Source: an optimization exercise on an open RTL-to-GDS flow (aim: small area, a short achievable clock period and few clock cycles). Production flows keep margins and buffers that such runs may drop. In this exercise RTL edits were held to simulation tests only and were not proved equivalent to the original. Power is estimated from default activity; no workload was simulated.

==> 01-23: inputs <==
==> flow/design.v <==
`timescale 1ns/1ps
package mem_req_pkg;
    typedef logic [31:0] addr_t;
    typedef logic [31:0] word_t;
    typedef logic [3:0] tag_t;
    typedef logic [1:0] access_len_t;
    localparam access_len_t LEN_BYTE = 2'd0;
    localparam access_len_t LEN_HALF = 2'd1;
    localparam access_len_t LEN_WORD = 2'd3;
    typedef struct packed {
        addr_t       addr;
        access_len_t len;
        logic        sext;
        tag_t        tag;
    } load_req_t;
    typedef struct packed {
        addr_t       addr;
        word_t       data;
        access_len_t len;
    } store_req_t;
endpackage
`timescale 1ns/1ps
package icache_pkg;
    localparam int OFFSET_BITS = $clog2(8);
    localparam int INDEX_BITS = $clog2(16);
    localparam int TAG_BITS = 18 - INDEX_BITS - OFFSET_BITS;
    typedef logic [8*8-1:0] line_t;
    typedef logic [INDEX_BITS-1:0] index_t;
    typedef logic [TAG_BITS-1:0] cache_tag_t;
endpackage
`timescale 1ns/1ps
module mem_subsystem (
    input  logic        clk_in,
    input  logic        rst_in,
    input  logic        rdy_in,
    input  logic [31:0] fetch_addr,
    output logic        fetch_hit,
    output logic [31:0] fetch_inst,
    input  logic        ld_valid,
    input  logic [31:0] ld_addr,
    input  logic [1:0]  ld_len,
    input  logic        ld_sext,
    input  logic [3:0]  ld_tag_in,
    output logic        ld_full,
    output logic        ld_done,
    output logic [31:0] ld_data,
    output logic [3:0]  ld_tag,
    input  logic        st_valid,
    input  logic [31:0] st_addr,
    input  logic [31:0] st_data,
    input  logic [1:0]  st_len,
    output logic        st_full,
    output logic        st_done,
    input  logic        io_buffer_full,
    input  logic [7:0]  mem_din,
    output logic [7:0]  mem_dout,
    output logic [31:0] mem_a,
    output logic        mem_wr
);
    logic        fm;
    logic        lm;
    logic        sm;
    logic [15:0] ra;
    logic [2:0]  rb;
    logic        dv;       
    logic [23:0] w;
    logic [1:0]  k;        
    logic [1:0]  last;     
    logic        sext_q;
    logic        st_done_q;
    logic        io_ok;    
    logic        hr;       
    logic        fetch_mode;
    logic        st_io;
    logic        ld_acc;
    logic        st_acc;
    logic        acc;
    logic        wide;
    logic        match;
    logic        cap;
    logic        restart;
    logic [17:0] port_a;
    logic [2:0]  rb_next;
    logic [31:0] raw;
    assign fetch_mode = fm;
    assign st_io = (st_addr[17:16] == 2'b11);
    assign ld_full = !fetch_mode;
    assign st_full = !fetch_mode || ld_valid || (st_io && !io_ok);
    assign ld_acc = fetch_mode && ld_valid;
    assign st_acc = fetch_mode && st_valid && !ld_valid && (io_ok || !st_io);
    assign acc = ld_acc || st_acc;
    assign wide = ld_valid ? (ld_len != 2'd0) : (st_len != 2'd0);
    assign match = (fetch_addr[17:2] == ra);
    assign cap = dv && match;
    assign fetch_hit = hr && match;
    assign fetch_inst = {mem_din, w};
    assign restart = !match || (rb[2] && !dv);
    assign port_a = ld_acc ? ld_addr[17:0] : st_acc ? st_addr[17:0] : {ra + {15'd0, rb[2]}, rb[1:0]};
    assign rb_next = {1'b0, port_a[1:0]} + 3'd1;
    assign mem_a = {14'd0, port_a};
    assign mem_wr = sm || st_acc;
    assign mem_dout = fetch_mode ? st_data[7:0] : w[7:0];
    assign st_done = st_done_q;
    assign ld_done = lm && (k == last);
    always_comb begin
        case (last)
            2'd0: raw = {{24{sext_q & mem_din[7]}}, mem_din};
            2'd1: raw = {{16{sext_q & mem_din[7]}}, mem_din, w[23:16]};
            default: raw = {mem_din, w};
        endcase
    end
    assign ld_data = raw;
    always_ff @(posedge clk_in) begin
        if (rdy_in) begin
            io_ok <= !io_buffer_full;
        end else if (rst_in) begin
            io_ok <= 1'b0;
        end
    end
    always_ff @(posedge clk_in) begin
        if (rst_in) begin
            fm <= 1'b1;
            lm <= 1'b0;
            sm <= 1'b0;
            dv <= 1'b0;
            hr <= 1'b0;
            st_done_q <= 1'b0;
            ra <= fetch_addr[17:2];
            rb <= 3'd0;
        end else if (rdy_in) begin
            st_done_q <= 1'b0;
            hr <= 1'b0;
            if (fm) begin
                    if (cap && !rb[2]) begin
                        w <= {mem_din, w[23:8]};
                    end
                    if (acc) begin
                        dv <= 1'b0;
                        k <= 2'd0;
                        if (ld_acc) begin
                            fm <= 1'b0;
                            lm <= 1'b1;
                            last <= ld_len;
                            sext_q <= ld_sext;
                            ld_tag <= ld_tag_in;
                        end else if (wide) begin
                            fm <= 1'b0;
                            sm <= 1'b1;
                            k <= 2'd1;
                            last <= st_len;
                            w <= st_data[31:8];
                        end else begin
                            st_done_q <= 1'b1;
                        end
                        if (wide) begin
                            ra <= port_a[17:2];
                            rb <= rb_next;
                        end
                    end else if (restart) begin
                        ra <= fetch_addr[17:2];
                        rb <= 3'd0;
                        dv <= 1'b0;
                    end else begin
                        ra <= port_a[17:2];
                        rb <= rb_next;
                        dv <= 1'b1;
                        hr <= (port_a[1:0] == 2'd3);
                    end
            end else if (lm) begin
                    if (k == last) begin
                        lm <= 1'b0;
                        fm <= 1'b1;
                        if (restart) begin
                            ra <= fetch_addr[17:2];
                            rb <= 3'd0;
                            dv <= 1'b0;
                        end else begin
                            ra <= port_a[17:2];
                            rb <= rb_next;
                            dv <= 1'b1;
                            hr <= (port_a[1:0] == 2'd3);
                        end
                    end else begin
                        k <= k + 2'd1;
                        w <= {mem_din, w[23:8]};
                        if (k + 2'd1 == last) begin
                            ra <= fetch_addr[17:2];
                            rb <= 3'd0;
                        end else begin
                            ra <= port_a[17:2];
                            rb <= rb_next;
                        end
                    end
            end else begin
                    if (k == last) begin
                        sm <= 1'b0;
                        fm <= 1'b1;
                        st_done_q <= 1'b1;
                        ra <= fetch_addr[17:2];
                        rb <= 3'd0;
                        dv <= 1'b0;
                    end else begin
                        k <= k + 2'd1;
                        w <= {8'd0, w[23:8]};
                        ra <= port_a[17:2];
                        rb <= rb_next;
                    end
            end
        end
    end
endmodule
==> flow/flow/run.sh <==
#!/bin/bash
# Standard layout, with the port buffers made from the smallest buffer cell and
# a clock tree of small buffers without dummy loads.
export BUFFER_PORTS_ARGS="-buffer_cell sky130_fd_sc_hd__buf_1"
export CTS_ARGS="-sink_clustering_enable -repair_clock_nets -dont_use_dummy_load -buf_list {sky130_fd_sc_hd__clkbuf_4 sky130_fd_sc_hd__clkbuf_8}"
bash standard.sh > standard.log 2>&1
==> flow/standard.sh <==
#!/bin/bash
# synth_recipe.tcl (not shown) runs the flow's synth.tcl, then flattens the netlist and writes it again
# the make line also repeats each setting of config.mk as NAME=value (left out here)
make -C /OpenROAD-flow-scripts/flow DESIGN_CONFIG=/design/flow/config.mk WORK_HOME=/design/flow/orfs CLKGATE_MAP_FILE= SYNTH_SCRIPT=/design/flow/synth_recipe.tcl "${@:-finish}"
==> flow/config.mk <==
export PLATFORM = sky130hd
export DESIGN_NAME = mem_subsystem
export DESIGN_NICKNAME = mem_subsystem
export VERILOG_FILES = /design/flow/design.v
export SDC_FILE = /design/flow/constraint.sdc
export NUM_CORES = 4
export LEC_CHECK = 0
export CAP_MARGIN = 20
export CORE_MARGIN = 2
export CORE_UTILIZATION = 40
export SETUP_SLACK_MARGIN = 3
export SLEW_MARGIN = 20
==> flow/constraint.sdc <==
create_clock -name core_clock -period 7.0 [get_ports {clk_in}]
set_input_delay 1.4000 -clock core_clock [delete_from_list [all_inputs] [get_ports {clk_in}]]
set_output_delay 1.4000 -clock core_clock [all_outputs]
set_load 0.01 [all_outputs]
==> 06-09 (differences from 01-23) <==
--- a/flow/design.v
+++ b/flow/design.v
@@ -157,2 +157,5 @@
                             rb <= rb_next;
+                        end else if (!match) begin
+                            ra <= fetch_addr[17:2];
+                            rb <= 3'd0;
                         end
==> 08-10 (differences from 01-23) <==
--- a/flow/design.v
+++ b/flow/design.v
@@ -59,5 +59,6 @@
 );
-    logic        fm;
-    logic        lm;
-    logic        sm;
+    localparam logic [1:0] M_FETCH = 2'd0;
+    localparam logic [1:0] M_LOAD  = 2'd1;
+    localparam logic [1:0] M_STORE = 2'd2;
+    logic [1:0]  mode;
     logic [15:0] ra;
@@ -71,3 +72,2 @@
     logic        io_ok;    
-    logic        hr;       
     logic        fetch_mode;
@@ -84,3 +84,3 @@
     logic [31:0] raw;
-    assign fetch_mode = fm;
+    assign fetch_mode = (mode == M_FETCH);
     assign st_io = (st_addr[17:16] == 2'b11);
@@ -94,3 +94,3 @@
     assign cap = dv && match;
-    assign fetch_hit = hr && match;
+    assign fetch_hit = fetch_mode && cap && rb[2];
     assign fetch_inst = {mem_din, w};
@@ -100,6 +100,6 @@
     assign mem_a = {14'd0, port_a};
-    assign mem_wr = sm || st_acc;
+    assign mem_wr = (mode == M_STORE) || st_acc;
     assign mem_dout = fetch_mode ? st_data[7:0] : w[7:0];
     assign st_done = st_done_q;
-    assign ld_done = lm && (k == last);
+    assign ld_done = (mode == M_LOAD) && (k == last);
     always_comb begin
@@ -115,4 +115,2 @@
             io_ok <= !io_buffer_full;
-        end else if (rst_in) begin
-            io_ok <= 1'b0;
         end
@@ -121,7 +119,4 @@
         if (rst_in) begin
-            fm <= 1'b1;
-            lm <= 1'b0;
-            sm <= 1'b0;
+            mode <= M_FETCH;
             dv <= 1'b0;
-            hr <= 1'b0;
             st_done_q <= 1'b0;
@@ -131,4 +126,4 @@
             st_done_q <= 1'b0;
-            hr <= 1'b0;
-            if (fm) begin
+            case (mode)
+                M_FETCH: begin
                     if (cap && !rb[2]) begin
@@ -140,4 +135,3 @@
                         if (ld_acc) begin
-                            fm <= 1'b0;
-                            lm <= 1'b1;
+                            mode <= M_LOAD;
                             last <= ld_len;
@@ -146,4 +140,3 @@
                         end else if (wide) begin
-                            fm <= 1'b0;
-                            sm <= 1'b1;
+                            mode <= M_STORE;
                             k <= 2'd1;
@@ -166,8 +159,7 @@
                         dv <= 1'b1;
-                        hr <= (port_a[1:0] == 2'd3);
-                    end
-            end else if (lm) begin
+                    end
+                end
+                M_LOAD: begin
                     if (k == last) begin
-                        lm <= 1'b0;
-                        fm <= 1'b1;
+                        mode <= M_FETCH;
                         if (restart) begin
@@ -180,3 +172,2 @@
                             dv <= 1'b1;
-                            hr <= (port_a[1:0] == 2'd3);
                         end
@@ -193,6 +184,6 @@
                     end
-            end else begin
+                end
+                default: begin
                     if (k == last) begin
-                        sm <= 1'b0;
-                        fm <= 1'b1;
+                        mode <= M_FETCH;
                         st_done_q <= 1'b1;
@@ -207,3 +198,4 @@
                     end
-            end
+                end
+            endcase
         end
==> flow/flow/run.sh (replaced) <==
#!/bin/bash
# Standard layout, with the port buffers made from the smallest buffer cell.
export BUFFER_PORTS_ARGS="-buffer_cell sky130_fd_sc_hd__buf_1"
bash standard.sh > standard.log 2>&1
--- a/flow/config.mk
+++ b/flow/config.mk
@@ -10,3 +10,3 @@
 export CORE_UTILIZATION = 40
-export SETUP_SLACK_MARGIN = 3
+export SETUP_SLACK_MARGIN = 4
 export SLEW_MARGIN = 20
==> 08-07 (differences from 01-23) <==
==> flow/flow/run.sh (replaced) <==
#!/bin/bash
# Standard layout, with the port buffers made from the smallest buffer cell.
export BUFFER_PORTS_ARGS="-buffer_cell sky130_fd_sc_hd__buf_1"
bash standard.sh > standard.log 2>&1
==> comparison table <==
DP Cell Count: 06-09 780; 08-07 821; 01-23 821; 08-10 813
Leakage dissipation: 06-09 1.96 nW; 08-07 2.27 nW; 01-23 2.21 nW; 08-10 2.95 nW
First-pass GRT wire length: 06-09 21.0 mm; 08-07 23.1 mm; 01-23 23.0 mm; 08-10 24.9 mm
Number of buffers inserted to repair setup after CTS: 06-09 10; 08-07 6; 01-23 6; 08-10 35
CTS root buffer: 06-09 sky130_fd_sc_hd__clkbuf_8; 08-07 sky130_fd_sc_hd__clkbuf_16; 01-23 sky130_fd_sc_hd__clkbuf_8; 08-10 sky130_fd_sc_hd__clkbuf_8
Sequential area share after synthesis: 06-09 38.3%; 08-07 36.3%; 01-23 36.3%; 08-10 36.7%
Switch share: 06-09 33.2%; 08-07 31.5%; 01-23 33.9%; 08-10 36.1%
Clock slew seen by the registers of the worst setup and hold paths: 06-09 0.04 ns; 08-07 0.06 ns; 01-23 0.07 ns; 08-10 0.07 ns
Clock share of power: 06-09 23.8%; 08-07 36.5%; 01-23 23.5%; 08-10 22.4%
Crit path max-delay cell type: 06-09 sky130_fd_sc_hd__and3_4; 08-07 sky130_fd_sc_hd__nor2b_4; 01-23 sky130_fd_sc_hd__nor2b_4; 08-10 sky130_fd_sc_hd__or4b_1
Status: 06-09 complete, no violations; 08-07 complete, no violations; 01-23 complete, no violations; 08-10 complete, no violations
Worst setup path startpoint: 06-09 st_valid; 08-07 st_addr[17]; 01-23 ld_valid; 08-10 st_addr[16]
Clock sinks: 06-09 59; 08-07 59; 01-23 59; 08-10 57
Share of cell area taken by muxes after synthesis: 06-09 8.55%; 08-07 7.51%; 01-23 7.51%; 08-10 6.32%
Pin count of the biggest net entering global routing: 06-09 46; 08-07 65; 01-23 65; 08-10 46
Post-DR vias/cell: 06-09 5.55; 08-07 5.59; 01-23 5.59; 08-10 5.77
Y dimension of the die: 06-09 109 µm; 08-07 112 µm; 01-23 112 µm; 08-10 110 µm
Testbench counts of 01-23, summed over its fixed seeds: cycles 24,672.
Testbench counts of 06-09, summed over its fixed seeds: cycles 24,615.
Testbench counts of 08-10, summed over its fixed seeds: cycles 24,672.
Testbench counts of 08-07, summed over its fixed seeds: cycles 24,672.

## afterwards: timing with drivers on the ports
The flow's constraints put no driver on any port. The routed layouts listed below were extracted and timed again, unchanged, in two steps.
Step 1, drivers: a clkbuf_16 drives clk_in and a buf_2 each remaining input, both assumed.
Step 2 also shifts input and output timing later by t, the mid clock arrival at the registers, as if the neighbouring blocks saw the same clock.
Slacks: no drivers / after step 1 / after step 2; pairs: no drivers / after step 1.
run | t, ns | setup slack, ns | latest minus earliest clock arrival (ns)
01-23 | 0.368 | 3.053 / 2.974 / 2.974 | 0.020 / 0.020
06-09 | 0.364 | 2.984 / 2.948 / 2.910 | 0.034 / 0.035
08-10 | 0.371 | 2.879 / 2.826 / 2.826 | 0.013 / 0.014
08-07 | 0.365 | 3.021 / 2.991 / 2.991 | 0.007 / 0.007
After both steps setup and hold are still met in every run listed. For 01-23, which loses most, drivers alone change the setup slack by -0.079 ns; drivers and shift together by -0.079 ns.
